Source: an optimization exercise on an open RTL-to-GDS flow (aim: small area). Production flows keep margins and buffers that such runs may drop.
RTL that was checked went through simulation tests only; none was proved equivalent to the original.

Setup of before:
==> flow/design.v <==
`timescale 1ns/1ps
module lc4_rd3n (
   input  logic [2:0] i_sel,
   input  logic [2:0] i_d,
   output logic       o_yn
);
   assign o_yn = !(|(i_sel & i_d));
endmodule
module lc4_rdbit (
   input  logic [7:0] i_sel,
   input  logic [7:0] i_d,
   output logic       o_y
);
   logic [1:0] yn;
   lc4_rd3n u_0 (.i_sel(i_sel[2:0]), .i_d(i_d[2:0]), .o_yn(yn[0]));
   lc4_rd3n u_1 (.i_sel(i_sel[5:3]), .i_d(i_d[5:3]), .o_yn(yn[1]));
   assign o_y = !(yn[0] & yn[1]) | (i_sel[6] & i_d[6]) | (i_sel[7] & i_d[7]);
endmodule
module lc4_pgbit (
   input  logic i_a,
   input  logic i_b,      
   input  logic i_nu,     
   input  logic i_im,     
   input  logic i_inv,    
   output logic o_p,
   output logic o_g
);
   logic opb;
   assign opb = ((i_b & i_nu) | i_im) ^ i_inv;
   assign o_p = i_a ^ opb;
   assign o_g = i_a & opb;
endmodule
module lc4_resbit (
   input  logic i_p,
   input  logic i_g,
   input  logic i_c,
   input  logic i_b,
   input  logic i_rd,
   input  logic i_kp,     
   input  logic i_kc,     
   input  logic i_kg,     
   input  logic i_kld,    
   input  logic i_kst,    
   output logic o_r
);
   assign o_r = ((i_p & i_kp) ^ (i_c & i_kc)) | (i_g & i_kg) | (i_rd & i_kld) | (i_b & i_kst);
endmodule
module lc4_cgrp (
   input  logic [3:0] i_p,
   input  logic [3:0] i_g,
   input  logic       i_cin,
   output logic [3:1] o_c,
   output logic       o_gg,
   output logic       o_gp
);
   assign o_c[1] = i_g[0] | (i_p[0] & i_cin);
   assign o_c[2] = i_g[1] | (i_p[1] & o_c[1]);
   assign o_c[3] = i_g[2] | (i_p[2] & o_c[2]);
   assign o_gg   = i_g[3] | (i_p[3] & (i_g[2] | (i_p[2] & (i_g[1] | (i_p[1] & i_g[0])))));
   assign o_gp   = &i_p;
endmodule
module lc4_carry (
   input  logic [15:0] i_p,
   input  logic [15:0] i_g,
   input  logic        i_cin,
   output logic [15:0] o_c    
);
   logic [3:0] gg, gp;
   logic [4:0] cg;            
   assign cg[0] = i_cin;
   assign cg[1] = gg[0] | (gp[0] & i_cin);
   assign cg[2] = gg[1] | (gp[1] & gg[0]) | (gp[1] & gp[0] & i_cin);
   assign cg[3] = gg[2] | (gp[2] & gg[1]) | (gp[2] & gp[1] & gg[0]) | (gp[2] & gp[1] & gp[0] & i_cin);
   assign cg[4] = 1'b0;
   for (genvar k = 0; k < 4; k++) begin : g_grp
      lc4_cgrp u_g (.i_p(i_p[4*k+3:4*k]), .i_g(i_g[4*k+3:4*k]), .i_cin(cg[k]),
                    .o_c(o_c[4*k+3:4*k+1]), .o_gg(gg[k]), .o_gp(gp[k]));
      assign o_c[4*k] = cg[k];
   end
endmodule
module lc4_agu_carry (
   input  logic [5:0] i_p,
   input  logic [5:0] i_g,
   output logic [6:1] o_c
);
   always_comb begin
      for (int k = 1; k <= 6; k++) begin
         logic t, all_p;
         t = 1'b0;
         for (int j = 0; j < k; j++) begin
            all_p = 1'b1;
            for (int m = j + 1; m < k; m++) all_p = all_p & i_p[m];
            t = t | (i_g[j] & all_p);
         end
         o_c[k] = t;
      end
   end
endmodule
module lc4_agu_hibit (
   input  logic i_a,
   input  logic i_ones,
   input  logic i_zeros,
   input  logic i_inc,
   input  logic i_dec,
   output logic o_y
);
   assign o_y = i_a ^ ((i_inc & i_ones) | (i_dec & i_zeros));
endmodule
module lc4_agu (
   input  logic [15:0] i_a,
   input  logic [5:0]  i_off,
   output logic [15:0] o_addr
);
   logic [5:0] p, g;
   logic [6:0] c;
   logic [9:0] ones, zeros;  
   logic       inc, dec;
   assign p = i_a[5:0] ^ i_off;
   assign g = i_a[5:0] & i_off;
   assign c[0] = 1'b0;
   lc4_agu_carry u_c (.i_p(p), .i_g(g), .o_c(c[6:1]));
   assign o_addr[5:0] = p ^ c[5:0];
   assign inc = c[6] & !i_off[5];
   assign dec = !c[6] & i_off[5];
   always_comb begin
      for (int i = 0; i < 10; i++) begin
         ones[i]  = 1'b1;
         zeros[i] = 1'b1;
         for (int j = 0; j < i; j++) begin
            ones[i]  = ones[i] & i_a[j+6];
            zeros[i] = zeros[i] & !i_a[j+6];
         end
      end
   end
   for (genvar i = 0; i < 10; i++) begin : g_hi
      lc4_agu_hibit u_hi (.i_a(i_a[i+6]), .i_ones(ones[i]), .i_zeros(zeros[i]),
                          .i_inc(inc), .i_dec(dec), .o_y(o_addr[i+6]));
   end
endmodule
module lc4_core #(
   parameter logic [15:0] RESET_PC = 16'h8200  
) (
   input  logic        gwe,
   input  logic        i_rst,
   output logic [15:0] o_imem_addr,
   input  logic [15:0] i_imem_insn,
   output logic [15:0] o_dmem_addr,
   input  logic [15:0] i_dmem_rdata,
   output logic        o_dmem_we,
   output logic [15:0] o_dmem_wdata,
   output logic [15:0] o_wb_pc,
   output logic [15:0] o_wb_insn,
   output logic        o_wb_reg_we,
   output logic [2:0]  o_wb_reg_sel,
   output logic [15:0] o_wb_reg_data,
   output logic        o_wb_dmem_we,
   output logic [15:0] o_wb_dmem_addr,
   output logic [15:0] o_wb_dmem_data
);
   logic [15:0] pc;                  
   logic [15:2] pc4;                 
   logic [15:2] pre;                 
   logic [15:0] d_insn, x_insn, m_insn, w_insn;
   logic [2:0]  m_rt;                
   logic        m_use_rs;            
   logic        w_valid;             
   logic        m_valid;             
   logic [15:0] regs [8];
   logic [15:0] w_addr, w_data;
   always_ff @(posedge gwe) begin
      if (i_rst) pc <= RESET_PC - 16'd4;
      else begin
         pc[1:0] <= pc[1:0] + 2'd1;
         if (pc[1] && pc[0]) pc[15:2] <= pc4;
      end
      d_insn  <= i_imem_insn;
      x_insn  <= d_insn;
      m_insn  <= x_insn;
      w_insn  <= m_insn;
      m_rt    <= (x_insn[15:12] == 4'b0111) ? x_insn[11:9] : x_insn[2:0];
      m_use_rs <= x_insn[15:12] != 4'b1001;
      w_valid <= !i_rst && m_valid;
   end
   always_comb begin
      pre[2] = 1'b1;
      for (int i = 3; i < 16; i++) pre[i] = pre[i-1] & pc[i-1];
   end
   assign pc4 = pc[15:2] ^ pre;
   assign m_valid = w_valid || (pc[1] && pc[0]);
   assign o_imem_addr = {pc4, pc[1:0]};
   logic [3:0] m_op;
   logic       m_arith, m_logic, m_ldr, m_str, m_const, m_we, m_mem;
   assign m_op    = m_insn[15:12];
   assign m_arith = m_op == 4'b0001;
   assign m_logic = m_op == 4'b0101;
   assign m_ldr   = m_op == 4'b0110;
   assign m_str   = m_op == 4'b0111;
   assign m_const = m_op == 4'b1001;
   assign m_mem   = m_valid && !i_rst && (m_ldr || m_str);
   assign m_we    = m_valid && ((m_arith && (m_insn[5] || !m_insn[3])) ||
                                m_logic || m_ldr || m_const);
   logic       use_b, use_imm, inv, kp, kc, kg, kld, kst;
   logic       reg_form;
   assign reg_form = !m_insn[5] && (m_arith || m_logic);
   assign use_imm = m_insn[5] || m_ldr || m_str || m_const;
   assign use_b   = !use_imm && !(m_logic && m_insn[4:3] == 2'b01);  
   assign inv     = reg_form && (m_arith ? m_insn[4] : (m_insn[4:3] == 2'b01));  
   assign kp      = !i_rst && (m_arith || m_const || (m_logic && !m_insn[5] && m_insn[4:3] != 2'b00));
   assign kc      = !i_rst && m_arith;
   assign kg      = !i_rst && m_logic && (m_insn[5] || m_insn[4:3] == 2'b00 || m_insn[4:3] == 2'b10);
   assign kld     = !i_rst && m_ldr;
   assign kst     = !i_rst && m_str;
   logic [15:0] imm;
   always_comb begin
      if (m_const)            imm = {{7{m_insn[8]}}, m_insn[8:0]};
      else if (m_ldr || m_str) imm = {{10{m_insn[5]}}, m_insn[5:0]};
      else                    imm = {{11{m_insn[4]}}, m_insn[4:0]};
   end
   logic [7:0]  sel_a, sel_b;
   for (genvar j = 0; j < 8; j++) begin : g_dec
      assign sel_a[j] = m_use_rs && m_insn[8:6] == 3'(j);
      assign sel_b[j] = m_rt == 3'(j);
   end
   logic [15:0] a, b, p, g, c, addr, res;
   for (genvar i = 0; i < 16; i++) begin : g_bit
      logic [7:0] col;
      for (genvar j = 0; j < 8; j++) begin : g_col
         assign col[j] = regs[j][i];
      end
      lc4_rdbit u_ra (.i_sel(sel_a), .i_d(col), .o_y(a[i]));
      lc4_rdbit u_rb (.i_sel(sel_b), .i_d(col), .o_y(b[i]));
      lc4_pgbit u_pg (.i_a(a[i]), .i_b(b[i]), .i_nu(use_b), .i_im(use_imm && imm[i]),
                      .i_inv(inv), .o_p(p[i]), .o_g(g[i]));
      lc4_resbit u_res (.i_p(p[i]), .i_g(g[i]), .i_c(c[i]), .i_b(b[i]), .i_rd(i_dmem_rdata[i]),
                        .i_kp(kp), .i_kc(kc), .i_kg(kg), .i_kld(kld), .i_kst(kst), .o_r(res[i]));
   end
   lc4_carry u_carry (.i_p(p), .i_g(g), .i_cin(inv), .o_c(c));
   lc4_agu u_agu (.i_a(a), .i_off(m_insn[5:0]), .o_addr(addr));
   always_ff @(posedge gwe) begin
      for (int i = 0; i < 8; i++)
         if (i_rst || (m_we && m_insn[11:9] == 3'(i))) regs[i] <= res;
   end
   assign o_dmem_addr  = m_mem ? addr : 16'd0;
   assign o_dmem_we    = m_valid && m_str;
   assign o_dmem_wdata = (m_valid && m_str) ? b : 16'd0;
   always_ff @(posedge gwe) begin
      w_addr <= o_dmem_addr;    
      w_data <= res;
   end
   logic [3:0]  w_op;
    assign w_op = w_insn[15:12];
   assign o_wb_pc        = {pc[15] & w_valid, pc[14:9], pc[8:0] & {9{w_valid}}};
   assign o_wb_insn      = w_valid ? w_insn : 16'd0;
   assign o_wb_reg_we    = w_valid && ((w_op == 4'b0001 && (w_insn[5] || !w_insn[3])) ||
                                       w_op == 4'b0101 || w_op == 4'b0110 || w_op == 4'b1001);
   assign o_wb_reg_sel   = w_insn[11:9];
   assign o_wb_reg_data  = w_data;
   assign o_wb_dmem_we   = w_valid && w_op == 4'b0111;
   assign o_wb_dmem_addr = w_addr;
   assign o_wb_dmem_data = (w_valid && (w_op == 4'b0110 || w_op == 4'b0111)) ? w_data : 16'd0;
endmodule
Settings: LEC_CHECK=0, CAP_MARGIN=20, CORE_MARGIN=2, CORE_UTILIZATION=40, CTS_CLUSTER_DIAMETER=120, CTS_CLUSTER_SIZE=25, SLEW_MARGIN=20, SYNTH_HIERARCHICAL=1, SYNTH_MINIMUM_KEEP_SIZE=0; clock period 5.0 ns.
standard.sh (not shown) runs the stock make flow with config.mk's settings and CLKGATE_MAP_FILE= SYNTH_SCRIPT=/design/flow/synth_recipe.tcl, a recipe that flattens the netlist after the stock synthesis.
==> flow/flow/run.sh <==
#!/bin/bash
set -euo pipefail
export BUFFER_PORTS_ARGS="-buffer_cell sky130_fd_sc_hd__buf_1"
export CTS_ARGS="-sink_clustering_enable -repair_clock_nets -sink_clustering_size 25 -sink_clustering_max_diameter 120 -dont_use_dummy_load"
bash standard.sh > flow_make.log 2>&1
before: all stages complete, timing, DRC and antenna checks passed
For after, these inputs were changed with respect to before:
--- a/flow/design.v
+++ b/flow/design.v
@@ -18,16 +18,16 @@
 endmodule
 module lc4_pgbit (
    input  logic i_a,
    input  logic i_b,      
-   input  logic i_nu,     
+   input  logic i_k1,     
    input  logic i_im,     
-   input  logic i_inv,    
+   input  logic i_k0,     
    output logic o_p,
    output logic o_g
 );
    logic opb;
-   assign opb = ((i_b & i_nu) | i_im) ^ i_inv;
+   assign opb = i_im | (i_b ? i_k1 : i_k0);
    assign o_p = i_a ^ opb;
    assign o_g = i_a & opb;
 endmodule
 module lc4_resbit (
@@ -228,10 +228,10 @@
          assign col[j] = regs[j][i];
       end
       lc4_rdbit u_ra (.i_sel(sel_a), .i_d(col), .o_y(a[i]));
       lc4_rdbit u_rb (.i_sel(sel_b), .i_d(col), .o_y(b[i]));
-      lc4_pgbit u_pg (.i_a(a[i]), .i_b(b[i]), .i_nu(use_b), .i_im(use_imm && imm[i]),
-                      .i_inv(inv), .o_p(p[i]), .o_g(g[i]));
+      lc4_pgbit u_pg (.i_a(a[i]), .i_b(b[i]), .i_k1((use_b && !inv) || (m_logic && reg_form && m_insn[4:3] == 2'b01)), .i_im(use_imm && imm[i]),
+                      .i_k0(inv), .o_p(p[i]), .o_g(g[i]));
       lc4_resbit u_res (.i_p(p[i]), .i_g(g[i]), .i_c(c[i]), .i_b(b[i]), .i_rd(i_dmem_rdata[i]),
                         .i_kp(kp), .i_kc(kc), .i_kg(kg), .i_kld(kld), .i_kst(kst), .o_r(res[i]));
    end
    lc4_carry u_carry (.i_p(p), .i_g(g), .i_cin(inv), .o_c(c));
### Flow results
As far as number of antenna-violating nets in the routed design goes, before and after are indistinguishable; the numbers are identical.
Area added between synthesis and finish: lower on before
Compared with before, in after met3 routing resource usage after global routing shows an increase of 0.29 points, area of all placed cells without fillers shows an increase of 120 um2, setup slack shows a reduction of 93 ps, clock period minus worst slack shows an increase of 93 ps, worst-margin pin slew shows a reduction of 110 ps.
When the final numbers for before and after were put side by side, the largest voltage drop on the vdd net turned out to be smaller in before.
From before to after the numbers moved as follows: area fraction of clock buffers and clock inverters about even; sum of met2 wire segment lengths after detailed routing picked up an extra 6.1%; sequential share of layout area moved down; post-detailed-placement cell area went up.
after did not stop at any stage, and its layout met the timing, DRC and antenna checks.
Only the layout flow was run in after; the RTL was not checked for function there.

re-timing with driven ports:
The flow's constraints put no driver on any port. The routed layouts listed below were extracted and timed again, unchanged, in two steps.
Step 1: set_driving_cell puts a clkbuf_16 on gwe and a buf_2 on each other input, an assumption about the parent block.
Step 2, shift: input delay + t, output delay - t, t = (earliest + latest rising clock arrival at the registers) / 2. This alone moves slack from input paths to output paths.
Three values: no drivers, after step 1, after step 2; two values: the first two.
run | t, ns | slack for setup (ns) | hold slack, ns | worst setup path after step 2 | pins driven straight from the clock port
before | 0.514 | 0.347 / 0.301 / 0.627 | 0.327 / 0.327 / 0.327 | register to register | 1
after | 0.519 | 0.254 / 0.207 / 0.726 | 0.322 / 0.322 / 0.322 | register to output | 1
After both steps setup and hold are still met in every run listed.
